From an optimization exercise on the open Yosys and OpenROAD flow, aimed at small area; shortcuts taken in it are not production practice. At most, simulation tests tie the RTL to the original design; equivalence was not proved. Power figures rest on the tool's default switching activity, not on a simulated workload.

==> build 57 <==
==> flow/design.v <==
package tfe_pkg;
  localparam int unsigned TUPLE_W     = 104;
  localparam int unsigned FEAT_W      = 256;
  localparam int unsigned HASH_W      = 16;
  localparam int unsigned TFE_LAT_DEF = 4;
  localparam int unsigned GAP_W       = 4;
  typedef enum logic {
    IDLE = 1'b0,
    GAP  = 1'b1
  } state_t;
  typedef struct packed {
    logic [TUPLE_W-1:0] tuple;
    logic [FEAT_W-1:0]  feature;
  } pkt_t;
endpackage
module tfe_rr_arbiter #(
  parameter int unsigned N     = 4,
  parameter int unsigned IDX_W = 2
) (
  input  logic [N-1:0]     req,
  input  logic [IDX_W-1:0] ptr,
  input  logic             en,
  output logic [N-1:0]     sel,
  output logic [N-1:0]     grant,
  output logic [IDX_W-1:0] grant_idx
);
  logic found;
  always_comb begin
    sel       = '0;
    grant_idx = '0;
    found     = 1'b0;
    for (int unsigned i = 1; i <= N; i++) begin
      if (!found && req[IDX_W'((32'(ptr) + i) % N)]) begin
        found                          = 1'b1;
        sel[IDX_W'((32'(ptr) + i) % N)] = 1'b1;
        grant_idx                      = IDX_W'((32'(ptr) + i) % N);
      end
    end
  end
  assign grant = en ? sel : '0;
endmodule
module tfe_ingress_sched #(
  parameter int unsigned NUM_PORTS = 4,
  parameter int unsigned PORT_W    = 2,
  parameter int unsigned TFE_LAT   = tfe_pkg::TFE_LAT_DEF,
  parameter int unsigned ISSUE_GAP = 0,
  parameter int unsigned CNT_W     = 4
) (
  input  logic                           clk,
  input  logic                           rst_n,
  input  logic                           en,
  input  logic                           stall,
  input  logic [NUM_PORTS-1:0]           req_valid,
  input  logic [NUM_PORTS*tfe_pkg::TUPLE_W-1:0]   req_tuple,
  input  logic [NUM_PORTS*tfe_pkg::FEAT_W-1:0]    req_feature,
  output logic [NUM_PORTS-1:0]           req_ready,
  output logic [tfe_pkg::TUPLE_W-1:0]             tfe_ip_tuple,
  output logic [tfe_pkg::FEAT_W-1:0]              tfe_raw_feature,
  output logic                           tfe_ip_valid,
  output logic [PORT_W-1:0]              tag_port,
  output logic                           tag_valid,
  output logic [CNT_W-1:0]               in_flight
);
  localparam int unsigned PW = tfe_pkg::TUPLE_W + tfe_pkg::FEAT_W;
  logic [PORT_W-1:0]    rr_ptr;
  logic [PORT_W-1:0]    grant_idx;
  logic [NUM_PORTS-1:0] grant;
  logic [NUM_PORTS-1:0] sel;
  logic [NUM_PORTS-1:0] sel_n;
  logic                 transfer_c;
  logic [PW-1:0]        pkt [NUM_PORTS];
  logic [PW-1:0]        pkt_sel;
  logic                 tag_v_q [TFE_LAT];
  logic [PORT_W-1:0]    tag_p_q [TFE_LAT];
  tfe_rr_arbiter #(
    .N     (NUM_PORTS),
    .IDX_W (PORT_W)
  ) u_arb (
    .req       (req_valid),
    .ptr       (rr_ptr),
    .en        (en & ~stall),
    .sel       (sel),
    .grant     (grant),
    .grant_idx (grant_idx)
  );
  assign req_ready  = grant;
  assign transfer_c = |grant;
  assign sel_n      = ~sel;
  always_comb begin
    pkt_sel = '1;
    for (int unsigned p = 0; p < NUM_PORTS; p++) begin
      pkt[p]  = {req_tuple[p*tfe_pkg::TUPLE_W +: tfe_pkg::TUPLE_W],
                 req_feature[p*tfe_pkg::FEAT_W +: tfe_pkg::FEAT_W]};
      pkt_sel = pkt_sel & (pkt[p] | {PW{sel_n[p]}});
    end
  end
  always_ff @(posedge clk or negedge rst_n) begin
    if (!rst_n) begin
      rr_ptr       <= PORT_W'(NUM_PORTS - 1);
      tfe_ip_valid <= 1'b0;
    end else begin
      tfe_ip_valid <= transfer_c;
      if (transfer_c) rr_ptr <= grant_idx;
    end
  end
  always_ff @(posedge clk) begin
    {tfe_ip_tuple, tfe_raw_feature} <= pkt_sel;
  end
  always_ff @(posedge clk or negedge rst_n) begin
    if (!rst_n) begin
      for (int unsigned i = 0; i < TFE_LAT; i++) tag_v_q[i] <= 1'b0;
    end else begin
      tag_v_q[0] <= tfe_ip_valid;
      for (int unsigned i = 1; i < TFE_LAT; i++) tag_v_q[i] <= tag_v_q[i-1];
    end
  end
  always_ff @(posedge clk) begin
    tag_p_q[0] <= rr_ptr;
    for (int unsigned i = 1; i < TFE_LAT; i++) tag_p_q[i] <= tag_p_q[i-1];
  end
  assign tag_valid = tag_v_q[TFE_LAT-1];
  assign tag_port  = tag_p_q[TFE_LAT-1];
  always_comb begin
    in_flight = '0;
    for (int unsigned i = 0; i < TFE_LAT; i++) in_flight = in_flight + CNT_W'(tag_v_q[i]);
  end
endmodule
==> flow/flow/run.sh <==
#!/bin/bash
# Standard ORFS layout, with the port buffers made from the smallest buffer cell
# (buf_1) instead of the cell buffer_ports picks by default.
set -euo pipefail
export BUFFER_PORTS_ARGS="-inputs -outputs -buffer_cell sky130_fd_sc_hd__buf_1"
bash standard.sh > standard_make.log 2>&1
==> flow/standard.sh <==
#!/bin/bash
# synth_recipe.tcl (not shown) runs the flow's synth.tcl, then flattens the netlist and writes it again
# the make line also repeats each setting of config.mk as NAME=value (left out here)
make -C /OpenROAD-flow-scripts/flow DESIGN_CONFIG=/design/flow/config.mk WORK_HOME=/design/flow/orfs CLKGATE_MAP_FILE= SYNTH_SCRIPT=/design/flow/synth_recipe.tcl "${@:-finish}"
==> flow/config.mk <==
export PLATFORM = sky130hd
export DESIGN_NAME = tfe_ingress_sched
export DESIGN_NICKNAME = tfe_ingress_sched
export VERILOG_FILES = /design/flow/design.v
export SDC_FILE = /design/flow/constraint.sdc
export NUM_CORES = 4
export LEC_CHECK = 0
export CAP_MARGIN = 20
export CORE_AREA = 10 10 630 630
export DIE_AREA = 0 0 640 640
export SLEW_MARGIN = 20
==> flow/constraint.sdc <==
create_clock -name core_clock -period 5.0 [get_ports {clk}]
set_input_delay 1.0000 -clock core_clock [delete_from_list [all_inputs] [get_ports {clk}]]
set_output_delay 1.0000 -clock core_clock [all_outputs]
set_load 0.01 [all_outputs]
==> inputs of build 4, as changes to build 57 <==
==> flow/design.v, changed modules only <==
module tfe_rr_arbiter #(
  parameter int unsigned N     = 4,
  parameter int unsigned IDX_W = 2
) (
  input  logic [N-1:0]     req,
  input  logic [IDX_W-1:0] ptr,
  input  logic             en,
  output logic [N-1:0]     sel,
  output logic [N-1:0]     grant,
  output logic [IDX_W-1:0] grant_idx
);
  logic [N-1:0] mask;    
  logic [N-1:0] hi;
  logic [N-1:0] pool;
  always_comb begin
    for (int unsigned i = 0; i < N; i++) mask[i] = (IDX_W'(i) > ptr);
    hi   = req & mask;
    pool = (|hi) ? hi : req;
    sel = pool & ~(pool - N'(1));
    grant_idx = '0;
    for (int unsigned i = 0; i < N; i++) if (sel[i]) grant_idx = grant_idx | IDX_W'(i);
  end
  assign grant = en ? sel : '0;
endmodule
module tfe_pkt_mux #(
  parameter int unsigned N = 4,
  parameter int unsigned W = 360
) (
  input  logic [N*W-1:0] in,
  input  logic [N-1:0]   sel_n,
  output logic [W-1:0]   out
);
  always_comb begin
    out = '1;
    for (int unsigned p = 0; p < N; p++) out = out & (in[p*W +: W] | {W{sel_n[p]}});
  end
endmodule
module tfe_ingress_sched #(
  parameter int unsigned NUM_PORTS = 4,
  parameter int unsigned PORT_W    = 2,
  parameter int unsigned TFE_LAT   = tfe_pkg::TFE_LAT_DEF,
  parameter int unsigned ISSUE_GAP = 0,
  parameter int unsigned CNT_W     = 4
) (
  input  logic                           clk,
  input  logic                           rst_n,
  input  logic                           en,
  input  logic                           stall,
  input  logic [NUM_PORTS-1:0]           req_valid,
  input  logic [NUM_PORTS*tfe_pkg::TUPLE_W-1:0]   req_tuple,
  input  logic [NUM_PORTS*tfe_pkg::FEAT_W-1:0]    req_feature,
  output logic [NUM_PORTS-1:0]           req_ready,
  output logic [tfe_pkg::TUPLE_W-1:0]             tfe_ip_tuple,
  output logic [tfe_pkg::FEAT_W-1:0]              tfe_raw_feature,
  output logic                           tfe_ip_valid,
  output logic [PORT_W-1:0]              tag_port,
  output logic                           tag_valid,
  output logic [CNT_W-1:0]               in_flight
);
  localparam int unsigned PW = tfe_pkg::TUPLE_W + tfe_pkg::FEAT_W;
  logic [PORT_W-1:0]    rr_ptr;
  logic [PORT_W-1:0]    grant_idx;
  logic [NUM_PORTS-1:0] grant;
  logic [NUM_PORTS-1:0] sel;
  logic [NUM_PORTS-1:0] sel_n;
  logic                 transfer_c;
  logic [PW-1:0]        pkt [NUM_PORTS];
  logic [PW-1:0]        pkt_sel;
  logic                 tag_v_q [TFE_LAT];
  logic [PORT_W-1:0]    tag_p_q [TFE_LAT];
  tfe_rr_arbiter #(
    .N     (NUM_PORTS),
    .IDX_W (PORT_W)
  ) u_arb (
    .req       (req_valid),
    .ptr       (rr_ptr),
    .en        (en & ~stall),
    .sel       (sel),
    .grant     (grant),
    .grant_idx (grant_idx)
  );
  assign req_ready  = grant;
  assign transfer_c = |grant;
  assign sel_n      = ~sel;
  always_comb begin
    for (int unsigned p = 0; p < NUM_PORTS; p++)
      pkt[p] = {req_tuple[p*tfe_pkg::TUPLE_W +: tfe_pkg::TUPLE_W],
                req_feature[p*tfe_pkg::FEAT_W +: tfe_pkg::FEAT_W]};
  end
  tfe_pkt_mux #(
    .N (NUM_PORTS),
    .W (PW)
  ) u_mux (
    .in    ({pkt[3], pkt[2], pkt[1], pkt[0]}),
    .sel_n (sel_n),
    .out   (pkt_sel)
  );
  always_ff @(posedge clk or negedge rst_n) begin
    if (!rst_n) begin
      rr_ptr       <= PORT_W'(NUM_PORTS - 1);
      tfe_ip_valid <= 1'b0;
    end else begin
      tfe_ip_valid <= transfer_c;
      if (transfer_c) rr_ptr <= grant_idx;
    end
  end
  always_ff @(posedge clk) begin
    {tfe_ip_tuple, tfe_raw_feature} <= pkt_sel;
  end
  always_ff @(posedge clk or negedge rst_n) begin
    if (!rst_n) begin
      for (int unsigned i = 0; i < TFE_LAT; i++) tag_v_q[i] <= 1'b0;
    end else begin
      tag_v_q[0] <= tfe_ip_valid;
      for (int unsigned i = 1; i < TFE_LAT; i++) tag_v_q[i] <= tag_v_q[i-1];
    end
  end
  always_ff @(posedge clk) begin
    tag_p_q[0] <= rr_ptr;
    for (int unsigned i = 1; i < TFE_LAT; i++) tag_p_q[i] <= tag_p_q[i-1];
  end
  assign tag_valid = tag_v_q[TFE_LAT-1];
  assign tag_port  = tag_p_q[TFE_LAT-1];
  always_comb begin
    in_flight = '0;
    for (int unsigned i = 0; i < TFE_LAT; i++) in_flight = in_flight + CNT_W'(tag_v_q[i]);
  end
endmodule
==> flow/flow/run.sh (replaced) <==
#!/bin/bash
# Standard ORFS layout, with:
# - port buffers made from the smallest buffer cell (buf_1) instead of the cell
#   buffer_ports picks by default;
# - vertical IO pins on met2 and met4 so that the die can be small;
# - a clock tree of clkbuf_8 with larger sink clusters and no dummy loads.
set -euo pipefail
export BUFFER_PORTS_ARGS="-inputs -outputs -buffer_cell sky130_fd_sc_hd__buf_1"
export IO_PLACER_V="met2 met4"
export CTS_ARGS="-sink_clustering_enable -repair_clock_nets -dont_use_dummy_load -sink_clustering_size 12 -sink_clustering_max_diameter 100 -buf_list {sky130_fd_sc_hd__clkbuf_8}"
bash standard.sh > standard_make.log 2>&1
--- a/flow/config.mk
+++ b/flow/config.mk
@@ -6,6 +6,8 @@
 export NUM_CORES = 4
 export LEC_CHECK = 0
-export CAP_MARGIN = 20
-export CORE_AREA = 10 10 630 630
-export DIE_AREA = 0 0 640 640
-export SLEW_MARGIN = 20
+export CAP_MARGIN = 10
+export CORE_AREA = 5 5 415 415
+export DIE_AREA = 0 0 420 420
+export PLACE_DENSITY = 0.8
+export SLEW_MARGIN = 10
+export SYNTH_HIERARCHICAL = 1
==> inputs of trial 73, as changes to build 57 <==
==> flow/design.v, changed modules only <==
module tfe_rr_arbiter #(
  parameter int unsigned N     = 4,
  parameter int unsigned IDX_W = 2
) (
  input  logic [N-1:0]     req,
  input  logic [IDX_W-1:0] ptr,
  input  logic             en,
  output logic [N-1:0]     sel,
  output logic [N-1:0]     grant,
  output logic [IDX_W-1:0] grant_idx
);
  logic [N-1:0] sel_k [N];
  always_comb begin
    for (int unsigned k = 0; k < N; k++) begin
      for (int unsigned i = 0; i < N; i++) begin
        sel_k[k][i] = req[i];
        for (int unsigned d = 1; d < N; d++) begin
          if (((k + d) % N) != i && d < ((i + N - k - 1) % N) + 1)
            sel_k[k][i] = sel_k[k][i] & ~req[(k + d) % N];
        end
      end
    end
    sel = sel_k[ptr];
    grant_idx = '0;
    for (int unsigned i = 0; i < N; i++) if (sel[i]) grant_idx = grant_idx | IDX_W'(i);
  end
  assign grant = en ? sel : '0;
endmodule
module tfe_pkt_mux #(
  parameter int unsigned N = 4,
  parameter int unsigned W = 360
) (
  input  logic [N*W-1:0] in,
  input  logic [N-1:0]   sel_n,
  output logic [W-1:0]   out
);
  always_comb begin
    out = '1;
    for (int unsigned p = 0; p < N; p++) out = out & (in[p*W +: W] | {W{sel_n[p]}});
  end
endmodule
module tfe_ingress_sched #(
  parameter int unsigned NUM_PORTS = 4,
  parameter int unsigned PORT_W    = 2,
  parameter int unsigned TFE_LAT   = tfe_pkg::TFE_LAT_DEF,
  parameter int unsigned ISSUE_GAP = 0,
  parameter int unsigned CNT_W     = 4
) (
  input  logic                           clk,
  input  logic                           rst_n,
  input  logic                           en,
  input  logic                           stall,
  input  logic [NUM_PORTS-1:0]           req_valid,
  input  logic [NUM_PORTS*tfe_pkg::TUPLE_W-1:0]   req_tuple,
  input  logic [NUM_PORTS*tfe_pkg::FEAT_W-1:0]    req_feature,
  output logic [NUM_PORTS-1:0]           req_ready,
  output logic [tfe_pkg::TUPLE_W-1:0]             tfe_ip_tuple,
  output logic [tfe_pkg::FEAT_W-1:0]              tfe_raw_feature,
  output logic                           tfe_ip_valid,
  output logic [PORT_W-1:0]              tag_port,
  output logic                           tag_valid,
  output logic [CNT_W-1:0]               in_flight
);
  localparam int unsigned PW = tfe_pkg::TUPLE_W + tfe_pkg::FEAT_W;
  logic [PORT_W-1:0]    rr_ptr;
  logic [PORT_W-1:0]    grant_idx;
  logic [NUM_PORTS-1:0] grant;
  logic [NUM_PORTS-1:0] sel;
  logic [NUM_PORTS-1:0] sel_n;
  logic                 transfer_c;
  logic [PW-1:0]        pkt [NUM_PORTS];
  logic [PW-1:0]        pkt_sel;
  logic                 tag_v_q [TFE_LAT];
  logic [PORT_W-1:0]    tag_p_q [TFE_LAT];
  tfe_rr_arbiter #(
    .N     (NUM_PORTS),
    .IDX_W (PORT_W)
  ) u_arb (
    .req       (req_valid),
    .ptr       (rr_ptr),
    .en        (en & ~stall),
    .sel       (sel),
    .grant     (grant),
    .grant_idx (grant_idx)
  );
  assign req_ready  = grant;
  assign transfer_c = |grant;
  assign sel_n      = ~sel;
  always_comb begin
    for (int unsigned p = 0; p < NUM_PORTS; p++)
      pkt[p] = {req_tuple[p*tfe_pkg::TUPLE_W +: tfe_pkg::TUPLE_W],
                req_feature[p*tfe_pkg::FEAT_W +: tfe_pkg::FEAT_W]};
  end
  tfe_pkt_mux #(
    .N (NUM_PORTS),
    .W (PW)
  ) u_mux (
    .in    ({pkt[3], pkt[2], pkt[1], pkt[0]}),
    .sel_n (sel_n),
    .out   (pkt_sel)
  );
  always_ff @(posedge clk or negedge rst_n) begin
    if (!rst_n) begin
      rr_ptr       <= PORT_W'(NUM_PORTS - 1);
      tfe_ip_valid <= 1'b0;
    end else begin
      tfe_ip_valid <= transfer_c;
      if (transfer_c) rr_ptr <= grant_idx;
    end
  end
  always_ff @(posedge clk) begin
    {tfe_ip_tuple, tfe_raw_feature} <= pkt_sel;
  end
  always_ff @(posedge clk or negedge rst_n) begin
    if (!rst_n) begin
      for (int unsigned i = 0; i < TFE_LAT; i++) tag_v_q[i] <= 1'b0;
    end else begin
      tag_v_q[0] <= tfe_ip_valid;
      for (int unsigned i = 1; i < TFE_LAT; i++) tag_v_q[i] <= tag_v_q[i-1];
    end
  end
  always_ff @(posedge clk) begin
    tag_p_q[0] <= rr_ptr;
    for (int unsigned i = 1; i < TFE_LAT; i++) tag_p_q[i] <= tag_p_q[i-1];
  end
  assign tag_valid = tag_v_q[TFE_LAT-1];
  assign tag_port  = tag_p_q[TFE_LAT-1];
  always_comb begin
    in_flight = '0;
    for (int unsigned i = 0; i < TFE_LAT; i++) in_flight = in_flight + CNT_W'(tag_v_q[i]);
  end
endmodule
==> flow/flow/run.sh (replaced) <==
#!/bin/bash
# Standard ORFS layout, with:
# - port buffers made from the smallest buffer cell (buf_1) instead of the cell
#   buffer_ports picks by default;
# - vertical IO pins on met2 and met4 so that the die can be small;
# - a clock tree of clkbuf_8 with larger sink clusters and no dummy loads.
set -euo pipefail
export BUFFER_PORTS_ARGS="-inputs -outputs -buffer_cell sky130_fd_sc_hd__buf_1"
export IO_PLACER_V="met2 met4"
export CTS_ARGS="-sink_clustering_enable -repair_clock_nets -dont_use_dummy_load -sink_clustering_size 16 -sink_clustering_max_diameter 80 -buf_list {sky130_fd_sc_hd__clkbuf_8}"
bash standard.sh > standard_make.log 2>&1
--- a/flow/config.mk
+++ b/flow/config.mk
@@ -6,6 +6,8 @@
 export NUM_CORES = 4
 export LEC_CHECK = 0
-export CAP_MARGIN = 20
-export CORE_AREA = 10 10 630 630
-export DIE_AREA = 0 0 640 640
-export SLEW_MARGIN = 20
+export CAP_MARGIN = 0
+export CORE_AREA = 5 5 395 395
+export DIE_AREA = 0 0 400 400
+export PLACE_DENSITY = 0.8
+export SLEW_MARGIN = 0
+export SYNTH_HIERARCHICAL = 1
==> notes <==
- Synthesized area: build 57 < trial 73 < build 4.
- Between build 4 and trial 73, the lower final cell count is in trial 73 (gap 3.0%, measured against trial 73).
- Combinational power: build 4 is lower than build 57 (53%).
- Between build 4 and trial 73, the lower sequential power is in build 4 (gap about 3%, measured against trial 73).
- Final area, highest first: build 57, build 4, trial 73.
- First-iteration DRC count, highest first: build 57, trial 73, build 4.
==> figures <==
	trial 73	build 57	build 4
Outcome	complete, no violations	complete, no violations	complete, no violations
Area of the multi-input gates	6130 um2	6430 um2	6190 um2
Inverters excl. clock	15	10	15
Final WS setup	1500 ps	293 ps	1590 ps
Placer's final routability congestion estimate	1.14	1.06	1.15
Placement-stage worst setup slack	1550 ps	605 ps	1290 ps
Fraction of standard cell area in multi-input logic	24.8%	21.4%	24.8%
Vertical extent of the die	400 um	640 um	420 um
Clock slew at reported path FFs	110 ps	60 ps	80 ps
Achievable frequency	286 MHz	212 MHz	293 MHz
Total of plain and repair buffers excluding clock buffers	1868	1866	1869
Number of nets in the layout	4873	4909	4871
Library cell used as clock root buffer	sky130_fd_sc_hd__clkbuf_8	sky130_fd_sc_hd__clkbuf_16	sky130_fd_sc_hd__clkbuf_8
Placed inst area	23700 um2	27700 um2	23900 um2
The RTL of build 57 and trial 73 was laid out without a check of its function.

-- port drivers added, routing unchanged --
Ports are ideal in the flow. The routed layouts listed here were re-timed in OpenROAD.
Step 1 (the two cells are an assumption about what drives the block):
set clk [get_ports {clk}]
set_driving_cell -lib_cell sky130_fd_sc_hd__clkbuf_16 $clk
set_driving_cell -lib_cell sky130_fd_sc_hd__buf_2 [delete_from_list [all_inputs] $clk]
Step 2, shift: input delay + t, output delay - t, t = (earliest + latest rising clock arrival at the registers) / 2. This alone moves slack from input paths to output paths.
a / b / c = ideal ports / drivers / drivers and shift; a / b = the first two.
run | t, ns | setup WS [ns] | slew at the worst register clock pin (ns) | worst slew at a driven data input, ns
build 57 | 0.851 | 0.293 / 0.216 / 0.379 | 0.07 / 0.07 | 0.64
build 4 | 0.798 | 1.587 / 1.510 / 1.326 | 0.12 / 0.12 | 0.50
trial 73 | 0.748 | 1.499 / 1.440 / 1.441 | 0.12 / 0.12 | 0.42
After both steps setup and hold are still met in every run listed. The setup slack of build 4, which loses most, moves by -0.077 ns with the drivers and by -0.261 ns with both steps.
